This design comes from an exercise in tuning for small area on the open sky130 flow, not from production work. The RTL was checked by simulation tests, not by an equivalence proof against the original design. Power is estimated from default activity; no workload was simulated.

## run 1
// csr_unit
module csr_unit (
    input  logic                           clk_i,
    input  logic                           rst_i,
    input  logic                           wb_cyc_i,
    input  logic                           wb_stb_i,
    input  logic                           wb_we_i,
    input  logic [11:0]                    wb_adr_i,
    input  logic [secv_pkg::XLEN-1:0]      wb_dat_i,
    output logic [secv_pkg::XLEN-1:0]      wb_dat_o,
    output logic                           wb_ack_o,
    output logic                           wb_err_o,
    input  logic [1:0]                     csr_op_i,      
    input  logic [secv_pkg::HART_ID_W-1:0] hartid_i,
    input  logic                           exc_i,
    input  logic [3:0]                     exc_type_i,
    input  logic [secv_pkg::XLEN-1:0]      pc_i,
    input  logic [secv_pkg::XLEN-1:0]      tval_i,
    input  logic                           mret_i,
    input  logic                           retire_i,
    output logic                           trap_o,
    output logic [secv_pkg::XLEN-1:0]      redirect_pc_o
);
    localparam int XLEN = secv_pkg::XLEN;
    logic             mie_b;                         
    logic             mpie_b;                        
    logic [XLEN-1:0]  mie;
    logic [XLEN-1:0]  mtvec;
    logic [XLEN-1:0]  mscratch;
    logic [XLEN-1:1]  mepc;                          
    logic [XLEN-1:0]  mcause;
    logic [XLEN-1:0]  mtval;
    logic [XLEN-1:0]  mip;
    logic [XLEN-1:0]  mcycle;
    logic [XLEN-1:0]  minstret;
    logic             rd_wb_q;                       
    logic             rd_tv_q;                       
    logic             rd_ep_q;                       
    logic s_mstatus, s_misa, s_mie, s_mtvec, s_mscratch, s_mepc, s_mcause, s_mtval, s_mip;
    logic s_mcycle, s_minstret, s_mvendorid, s_marchid, s_mimpid, s_mhartid;
    logic hit, bad, req, wr, ev;
    logic a_hi3, a_hib, a_hif, a_m0, a_m1, a_m4;
    logic a_l0, a_l1, a_l2, a_l3, a_l4, a_l5;
    assign a_hi3 = wb_adr_i[11:8] == 4'h3;
    assign a_hib = wb_adr_i[11:8] == 4'hB;
    assign a_hif = wb_adr_i[11:8] == 4'hF;
    assign a_m0  = wb_adr_i[7:4] == 4'h0;
    assign a_m1  = wb_adr_i[7:4] == 4'h1;
    assign a_m4  = wb_adr_i[7:4] == 4'h4;
  ...
Size: about 2400 cells after synthesis, about 650 flip-flops, roughly 350 I/O pins, ~25000 um^2 of cells after synthesis.
Settings: LEC_CHECK=0, CAP_MARGIN=20, CORE_MARGIN=2, CORE_UTILIZATION=40, PLACE_DENSITY=0.45, SLEW_MARGIN=20; clock period 4.0 ns.
standard.sh (not shown) runs the stock make flow with config.mk's settings and CLKGATE_MAP_FILE= SYNTH_SCRIPT=/design/flow/synth_recipe.tcl, a recipe that flattens the netlist after the stock synthesis.
==> flow/flow/run.sh <==
#!/bin/bash
# Own layout flow: the standard ORFS flow, with
#  - an area-oriented ABC mapping script in synthesis (the rest of synthesis unchanged),
#  - minimum-size buffers on the ports,
#  - a clock tree built from smaller buffers.
# Each tool's output is logged in this folder (and ORFS keeps its own logs under orfs/logs).
set -euo pipefail
W=$PWD
F=$W/flow

# Synthesis script: synth_recipe.tcl, with ORFS's synth.tcl swapped for a copy whose abc call
# uses our own ABC script.
sed 's#^\(\s*\)log_cmd abc {\*}\$abc_args#\1set abc_args [lreplace $abc_args 1 1 '"$F"'/abc_area2.script]\n\1log_cmd abc {*}$abc_args#' \
    "$FLOW_HOME/scripts/synth.tcl" > "$W/synth_area.tcl"
grep -q "abc_area2.script" "$W/synth_area.tcl"
sed "s#\$::env(SCRIPTS_DIR)/synth.tcl#$W/synth_area.tcl#" "$W/synth_recipe.tcl" > "$W/synth_recipe_area.tcl"
grep -q "synth_area.tcl" "$W/synth_recipe_area.tcl"

export CTS_ARGS="-sink_clustering_enable -repair_clock_nets -dont_use_dummy_load -sink_clustering_size 16 -sink_clustering_max_diameter 60 -buf_list sky130_fd_sc_hd__clkbuf_8"
export BUFFER_PORTS_ARGS="-buffer_cell sky130_fd_sc_hd__buf_1"
bash standard.sh synth SYNTH_SCRIPT="$W/synth_recipe_area.tcl" > "$W/flow_synth.log" 2>&1
bash standard.sh finish > "$W/flow_finish.log" 2>&1
==> flow/flow/abc_area2.script <==
&get -n
&st
&dch -f
&nf -a
&put
## Diff of input files: run 2 against run 1
Settings: removing PLACE_DENSITY (formerly 0.45).
diff --git a/flow/flow/run.sh b/flow/flow/run.sh
--- a/flow/flow/run.sh
+++ b/flow/flow/run.sh
@@ -3,5 +3,6 @@
 #  - an area-oriented ABC mapping script in synthesis (the rest of synthesis unchanged),
 #  - minimum-size buffers on the ports,
-#  - a clock tree built from smaller buffers.
+#  - a clock tree built from smaller buffers,
+#  - no timing repair before placement (it sizes gates up against unbuffered fanouts).
 # Each tool's output is logged in this folder (and ORFS keeps its own logs under orfs/logs).
 set -euo pipefail
@@ -18,4 +19,5 @@
 
 export CTS_ARGS="-sink_clustering_enable -repair_clock_nets -dont_use_dummy_load -sink_clustering_size 16 -sink_clustering_max_diameter 60 -buf_list sky130_fd_sc_hd__clkbuf_8"
+export REMOVE_ABC_BUFFERS=1
 export BUFFER_PORTS_ARGS="-buffer_cell sky130_fd_sc_hd__buf_1"
 bash standard.sh synth SYNTH_SCRIPT="$W/synth_recipe_area.tcl" > "$W/flow_synth.log" 2>&1
==> flow/flow/abc_area2.script <==
&get -n
&st
&dch
&nf -p -a
&put
==> run summary <==
- Taking run 1 as the reference, in run 2 final net count has decreased; clock buffer count in the final layout has decreased; worst setup slack has increased.
The inputs of run 3 differ from those of run 2 as listed below.
Settings: CORE_UTILIZATION: 40 -> 55.
diff --git a/flow/flow/run.sh b/flow/flow/run.sh
--- a/flow/flow/run.sh
+++ b/flow/flow/run.sh
@@ -3,6 +3,5 @@
 #  - an area-oriented ABC mapping script in synthesis (the rest of synthesis unchanged),
 #  - minimum-size buffers on the ports,
-#  - a clock tree built from smaller buffers,
-#  - no timing repair before placement (it sizes gates up against unbuffered fanouts).
+#  - a clock tree built from smaller buffers.
 # Each tool's output is logged in this folder (and ORFS keeps its own logs under orfs/logs).
 set -euo pipefail
@@ -19,5 +18,4 @@
 
 export CTS_ARGS="-sink_clustering_enable -repair_clock_nets -dont_use_dummy_load -sink_clustering_size 16 -sink_clustering_max_diameter 60 -buf_list sky130_fd_sc_hd__clkbuf_8"
-export REMOVE_ABC_BUFFERS=1
 export BUFFER_PORTS_ARGS="-buffer_cell sky130_fd_sc_hd__buf_1"
 bash standard.sh synth SYNTH_SCRIPT="$W/synth_recipe_area.tcl" > "$W/flow_synth.log" 2>&1
==> flow/flow/abc_area2.script <==
&get -n
&st
&dch -f
&nf -a
&put
## What came out
First-pass GRT wire length sits lower in run 3 than in run 2.
Looking at number of well taps across run 3 and run 2, the one that comes out lower is run 3.
Run 2 and run 3 ended up with roughly the same adder and majority gate portion of the synthesized area.
The worst-case setup margin in the final layout of run 3 is lower than that of run 2.
The reported net switching power of run 3 is lower than that of run 2.
On sequential power share, the lower figure sits with run 2, not run 3.
The combinational fraction of design power in run 3 was higher than what run 2 gave.
The clock group total power of run 3 falls short of that of run 2 by about 3%.
Est. power | run 3 vs run 2 | run 3 lower
Against run 2, run 3 comes in 18 points higher on final core area utilization.

lane 1:
Starting RTL as in the previous note.
export LEC_CHECK = 0
export CAP_MARGIN = 20
export CORE_MARGIN = 2
export CORE_UTILIZATION = 40
export SLEW_MARGIN = 20
create_clock -name core_clock -period 4.0 [get_ports {clk_i}]
==> flow/flow/run.sh <==
#!/bin/bash
# Own layout flow: the standard ORFS flow, with
#  - an area-oriented ABC mapping script in synthesis (the rest of synthesis unchanged),
#  - minimum-size buffers on the ports,
#  - a clock tree built from smaller buffers.
# Each tool's output is logged in this folder (and ORFS keeps its own logs under orfs/logs).
set -euo pipefail
W=$PWD
F=$W/flow

# Synthesis script: synth_recipe.tcl, with ORFS's synth.tcl swapped for a copy whose abc call
# uses our own ABC script.
sed 's#^\(\s*\)log_cmd abc {\*}\$abc_args#\1set abc_args [lreplace $abc_args 1 1 '"$F"'/abc_area2.script]\n\1log_cmd abc {*}$abc_args#' \
    "$FLOW_HOME/scripts/synth.tcl" > "$W/synth_area.tcl"
grep -q "abc_area2.script" "$W/synth_area.tcl"
sed "s#\$::env(SCRIPTS_DIR)/synth.tcl#$W/synth_area.tcl#" "$W/synth_recipe.tcl" > "$W/synth_recipe_area.tcl"
grep -q "synth_area.tcl" "$W/synth_recipe_area.tcl"

export CTS_ARGS="-sink_clustering_enable -repair_clock_nets -dont_use_dummy_load -sink_clustering_size 16 -sink_clustering_max_diameter 60 -buf_list sky130_fd_sc_hd__clkbuf_8"
export BUFFER_PORTS_ARGS="-buffer_cell sky130_fd_sc_hd__buf_1"
bash standard.sh synth SYNTH_SCRIPT="$W/synth_recipe_area.tcl" > "$W/flow_synth.log" 2>&1
bash standard.sh finish > "$W/flow_finish.log" 2>&1
==> flow/flow/abc_area2.script <==
&get -n
&st
&dch -f
&nf -a
&put
Lane 1 completed end to end with timing, DRC and antenna clean.
For lane 2, these inputs were changed with respect to lane 1:
- putting PLACE_DENSITY at 0.8 where nothing was set
- Lane 2 vs. lane 1: sequential share of cell area saw little to no change, power share of the sequential group saw an increase, fraction of power spent switching nets saw a decrease.
- Lane 2 vs lane 1 — number of cells upsized or downsized after cts rose 1.
- The maximum resistive drop on vdd in lane 1 is 0.815 times that in lane 2.
- In lane 2, setup slack is lower than in lane 1.
- Summary of the comparison: signed area change from the synthesized netlist to the final layout is higher in lane 2, relative to lane 1.
- Comparing lane 1 and lane 2, the higher cell area after placement is on lane 2.
- Lane 2 reports a higher static leakage than lane 1 does.
- Lane 2 does worse than lane 1 on clock skew.
#### Input delta (lane 3 over lane 2)
- clearing PLACE_DENSITY, which used to be 0.8
==> flow/flow/abc_area2.script <==
&get -n
&st
&dch
&nf -p -a
&put
--- outcome ---
Going from lane 2 to lane 3, port buffer count held steady; detailed-route wire length increased by 4500 microns relative to the old numbers; final core utilization has remained practically unchanged. The via count was comparable across lane 3 and lane 2. Lane 3 ends up with higher portion of total power attributed to the clock network than lane 2 does. Number of antenna violations at the first check in global routing on lane 3 is up relative to lane 2. Lane 3 and lane 2 ended up with nearly the same share of the synthesized area in compound gates (AO/OA/AOI/OAI).
Inputs modified between lane 3 and lane 4:
- an added GPL_TIMING_DRIVEN of 0
--- outcome ---
- No stage failed in lane 4, and the final checks on the layout all came back clean.
- Relative to lane 3, lane 4 improves worst max-slew margin expressed relative to the limit.
- Comparing total power after layout for lane 3 and lane 4, the smaller number came from lane 3.
- Summary — first-iteration DRC count, lane 4 relative to lane 3: higher, by 100.
- Lane 4 vs. lane 3: switching portion of total power shows no meaningful change, leakage power shows an increase of 0.47 nW, count of buffer and inverter cells on the critical path shows a reduction of 1.
- Re hold slack: lane 3 and lane 4 aren't equal, and the lower value belongs to lane 3.
- Cell depth of the worst setup path is lower on lane 4
- Relative to lane 3, met3 track demand over resource in global routing decreased by 0.98 points in lane 4.

[static timing again, ports no longer ideal]
No port has a modelled driver above. Below, the same layouts with a new extraction and two added sets of constraints.
Step 1 sets driving cells, clkbuf_16 on the clock port and buf_2 on the other inputs (assumed; they add their load-dependent delay and slew).
Step 2 moves the port delays by t, midway between the first and last clock arrival at a register: inputs arrive t later, outputs are due t later. That takes back most of the time a late clock gives input paths.
a / b / c = no drivers / after step 1 / after step 2; a / b = the first two.
| run | t (ns) | setup slack, ns | slew at the worst register clock pin (ns) | worst slew at a driven data input, ns |
|---|---|---|---|---|
| run 1 | 0.744 | 0.228 / 0.228 / -0.345 | 0.11 / 0.11 | 0.11 |
| run 2 | 0.742 | 0.306 / 0.306 / -0.316 | 0.11 / 0.11 | 0.11 |
| run 3 | 0.708 | 0.206 / 0.206 / -0.376 | 0.11 / 0.11 | 0.12 |
| lane 1 | 0.714 | 0.299 / 0.299 / -0.151 | 0.11 / 0.11 | 0.12 |
| lane 2 | 0.714 | 0.286 / 0.286 / -0.204 | 0.11 / 0.11 | 0.13 |
| lane 3 | 0.732 | 0.215 / 0.215 / -0.293 | 0.11 / 0.11 | 0.12 |
| lane 4 | 0.715 | 0.203 / 0.203 / -0.430 | 0.11 / 0.11 | 0.14 |
With both steps, setup timing fails in every run listed, where it was met with ideal ports. The setup slack of lane 4, which loses most, moves by 0.000 ns with the drivers and by -0.633 ns with both steps.
